Background: an optimization exercise with open tools, aiming at a short achievable clock period and few clock cycles. Do not read the settings as production practice. The RTL was checked by simulation tests, not by an equivalence proof against the original design.

== the baseline ==
==> flow/design.v <==
module dcache_ctrl #(
  parameter int unsigned INDEX_BITS = 6,
  parameter int unsigned DATA_W     = 32
) (
  input  logic              clk,
  input  logic              rst,
  input  logic [31:0]       core_addr,
  input  logic              core_re,
  input  logic              core_we,
  input  logic [DATA_W-1:0] core_wdata,
  output logic [DATA_W-1:0] core_rdata,
  output logic              DC_stall,
  output logic              mem_req,
  output logic              mem_we,
  output logic [31:0]       mem_addr,
  output logic [DATA_W-1:0] mem_wdata,
  input  logic [DATA_W-1:0] mem_rdata,
  input  logic              mem_ready
);
  localparam int unsigned LINES = 1 << INDEX_BITS;
  localparam int unsigned TAG_W = 30 - INDEX_BITS;
  logic [LINES-1:0]  valid;
  logic [LINES-1:0]  dirty;
  logic [TAG_W-1:0]  tag_mem  [LINES];
  logic [DATA_W-1:0] data_mem [LINES];
  logic [INDEX_BITS-1:0] idx;
  logic [TAG_W-1:0]      addr_tag;
  logic                  access;
  logic                  unused_addr_lsb;
  assign idx             = core_addr[INDEX_BITS+1:2];
  assign addr_tag        = core_addr[31:INDEX_BITS+2];
  assign access          = core_re | core_we;
  assign unused_addr_lsb = ^core_addr[1:0];
  logic [LINES-1:0] sel;      
  logic [LINES-1:0] tag_eq;   
  logic             hit;
  logic             line_dirty;
  logic [DATA_W-1:0] line_data;
  logic [TAG_W-1:0]  line_tag;
  always_comb begin
    for (int i = 0; i < LINES; i++) begin
      sel[i]      = (idx == INDEX_BITS'(i));
      tag_eq[i] = valid[i] & (tag_mem[i] == addr_tag);
    end
    hit        = tag_eq[idx];
    line_dirty = valid[idx] & dirty[idx];
    line_data  = data_mem[idx];
    line_tag   = tag_mem[idx];
  end
  logic busy;       
  logic hit_done;   
  logic rd_req;     
  logic fill;       
  logic wb_done;    
  logic lookup;     
  assign rd_req  = mem_req & ~mem_we;
  assign fill    = ~rst & rd_req & mem_ready;
  assign wb_done = ~rst & mem_req & mem_we & mem_ready;
  assign lookup  = ~rst & access & ~busy;
  logic rd_out, rd_wait;
  always_comb begin
    DC_stall   = ~hit_done & (rd_wait | ~mem_ready);
    core_rdata = rd_out ? mem_rdata : mem_wdata;
  end
  always_ff @(posedge clk) begin
    if (rst) begin
      rd_out  <= 1'b0;
      rd_wait <= 1'b1;
    end else if (lookup) begin
      rd_out  <= ~hit & ~line_dirty;
      rd_wait <= hit | line_dirty;
    end else if (hit_done | fill) begin
      rd_out  <= 1'b0;
      rd_wait <= 1'b1;
    end else if (wb_done) begin
      rd_out  <= 1'b1;
      rd_wait <= 1'b0;
    end
  end
  always_ff @(posedge clk) begin
    if (rst) begin
      busy     <= 1'b0;
      hit_done <= 1'b0;
      mem_req  <= 1'b0;
      mem_we   <= 1'b0;
    end else if (lookup) begin
      busy     <= 1'b1;
      hit_done <= hit;
      mem_req  <= ~hit;
      mem_we   <= ~hit & line_dirty;
    end else if (hit_done | fill) begin
      busy     <= 1'b0;
      hit_done <= 1'b0;
      mem_req  <= 1'b0;
      mem_we   <= 1'b0;
    end else if (wb_done) begin
      mem_we   <= 1'b0;
    end
  end
  logic [TAG_W-1:0]      tag_q, atag_q;
  logic [INDEX_BITS-1:0] idx_q;
  logic                  wb_tag;
  assign mem_addr = {(wb_tag ? tag_q : atag_q), idx_q, 2'b00};
  always_ff @(posedge clk) begin
    if (lookup) begin
      tag_q     <= line_tag;
      atag_q    <= addr_tag;
      idx_q     <= idx;
      mem_wdata <= line_data;
    end
  end
  always_ff @(posedge clk) begin
    if (rst)
      wb_tag <= 1'b0;
    else if (lookup)
      wb_tag <= line_dirty;
    else if (wb_done)
      wb_tag <= 1'b0;
  end
  logic             store_hit;
  logic [DATA_W-1:0] wr_data;
  assign store_hit = ~rst & hit_done & core_we;
  assign wr_data   = core_we ? core_wdata : mem_rdata;
  always_ff @(posedge clk) begin
    for (int i = 0; i < LINES; i++) begin
      if (sel[i] & (store_hit | fill)) begin
        data_mem[i] <= wr_data;
        tag_mem[i]  <= addr_tag;
      end
    end
  end
  always_ff @(posedge clk) begin
    if (rst) begin
      valid <= '0;
      dirty <= '0;
    end else begin
      for (int i = 0; i < LINES; i++) begin
        if (sel[i] & (store_hit | fill)) begin
          valid[i] <= 1'b1;
          dirty[i] <= core_we;
        end
      end
    end
  end
endmodule
export LEC_CHECK = 0
export ABC_AREA = 1
export CAP_MARGIN = 30
export CORE_MARGIN = 2
export CORE_UTILIZATION = 30
export SETUP_SLACK_MARGIN = 5.0
export SLEW_MARGIN = 30
export TNS_END_PERCENT = 5
export BUFFER_PORTS_ARGS = -buffer_cell sky130_fd_sc_hd__buf_8
create_clock -name core_clock -period 8.0 [get_ports {clk}]
standard.sh (not shown) runs the stock make flow with config.mk's settings and CLKGATE_MAP_FILE= SYNTH_SCRIPT=/design/flow/synth_recipe.tcl, a recipe that flattens the netlist after the stock synthesis.
==> flow/flow/run.sh <==
#!/bin/bash
# Standard ORFS layout with two changes: the port buffers are buf_8 instead of
# the buffer_ports default (a weak delay buffer on sky130hd), and timing repair
# may resize a cell to any footprint (sky130hd's config restricts it to the
# same footprint, which keeps weak cells on long wires).
set -euo pipefail
cfg="${FLOW_CONFIG:-config.mk}"
echo 'export BUFFER_PORTS_ARGS = -buffer_cell sky130_fd_sc_hd__buf_8' >> "$cfg"
bash standard.sh MATCH_CELL_FOOTPRINT=0 finish > standard.log 2>&1
Testbench counts of the baseline, summed over its fixed seeds: cycles 80,091.
Inputs modified between the baseline and the candidate:
-- flow/design.v --
<<< the baseline, line 37
  logic             line_dirty;
  logic [DATA_W-1:0] line_data;
  logic [TAG_W-1:0]  line_tag;
  always_comb begin
    for (int i = 0; i < LINES; i++) begin
      sel[i]      = (idx == INDEX_BITS'(i));
      tag_eq[i] = valid[i] & (tag_mem[i] == addr_tag);
    end
>>> the candidate, line 37
  logic             line_dirty;
  logic [DATA_W-1:0] line_data;
  logic [TAG_W-1:0]  req_tag;
  logic [TAG_W-1:0]  req_tags [LINES];
  always_comb begin
    for (int i = 0; i < LINES; i++) begin
      sel[i]      = (idx == INDEX_BITS'(i));
      req_tags[i] = (valid[i] & dirty[i]) ? tag_mem[i] : addr_tag;
      tag_eq[i] = valid[i] & (tag_mem[i] == addr_tag);
    end
<<< the baseline, line 46
    line_dirty = valid[idx] & dirty[idx];
    line_data  = data_mem[idx];
    line_tag   = tag_mem[idx];
  end
  logic busy;       
>>> the candidate, line 48
    line_dirty = valid[idx] & dirty[idx];
    line_data  = data_mem[idx];
    req_tag    = req_tags[idx];
  end
  logic busy;       
<<< the baseline, line 98
    end
  end
  logic [TAG_W-1:0]      tag_q, atag_q;
  logic [INDEX_BITS-1:0] idx_q;
  logic                  wb_tag;
  assign mem_addr = {(wb_tag ? tag_q : atag_q), idx_q, 2'b00};
  always_ff @(posedge clk) begin
    if (lookup) begin
      tag_q     <= line_tag;
      atag_q    <= addr_tag;
      idx_q     <= idx;
      mem_wdata <= line_data;
    end
  end
  always_ff @(posedge clk) begin
    if (rst)
      wb_tag <= 1'b0;
    else if (lookup)
      wb_tag <= line_dirty;
    else if (wb_done)
      wb_tag <= 1'b0;
  end
  logic             store_hit;
>>> the candidate, line 100
    end
  end
  always_ff @(posedge clk) begin
    if (lookup) begin
      mem_addr  <= {req_tag, idx, 2'b00};
      mem_wdata <= line_data;
    end else if (wb_done) begin
      mem_addr  <= {core_addr[31:2], 2'b00};
    end
  end
  logic             store_hit;
[summary]
In the reports for the candidate and the baseline, the larger violation count after the first detailed-route iteration belongs to the baseline.
Compared with the baseline, peak clock frequency supported by timing in the candidate decreased by a few percent.
Diff the baseline -> the candidate: register bit count reported by yosys went down 25; post-route worst hold slack grew by 0.0050 ns.
NOTE: fraction of the cycle the final worst path needs in the candidate exceeds that of the baseline
Testbench counts of the candidate, summed over its fixed seeds: cycles 80,091.

re-timing with driven ports:
The results above use ideal ports. As a check the final layouts listed here were re-extracted and re-timed, cells and wires unchanged.
Step 1: set_driving_cell puts a clkbuf_16 on clk and a buf_2 on each other input, an assumption about the parent block.
Step 2 times the ports against the registers' clock, not the clock port: input delays grow and output delays shrink by t, the midpoint of the rising clock arrivals with the driver on.
a / b / c = ideal / step 1 / step 2; a / b = the first two.
run	t (ns)	slack for setup (ns)	worst setup path after step 2
the baseline	1.079	4.104 / 4.020 / 2.960	input to register
the candidate	1.184	3.906 / 3.923 / 2.781	input to register
After both steps every run listed still meets setup and hold. The setup slack of the baseline, which loses most, moves by -0.084 ns with the drivers and by -1.144 ns with both steps.
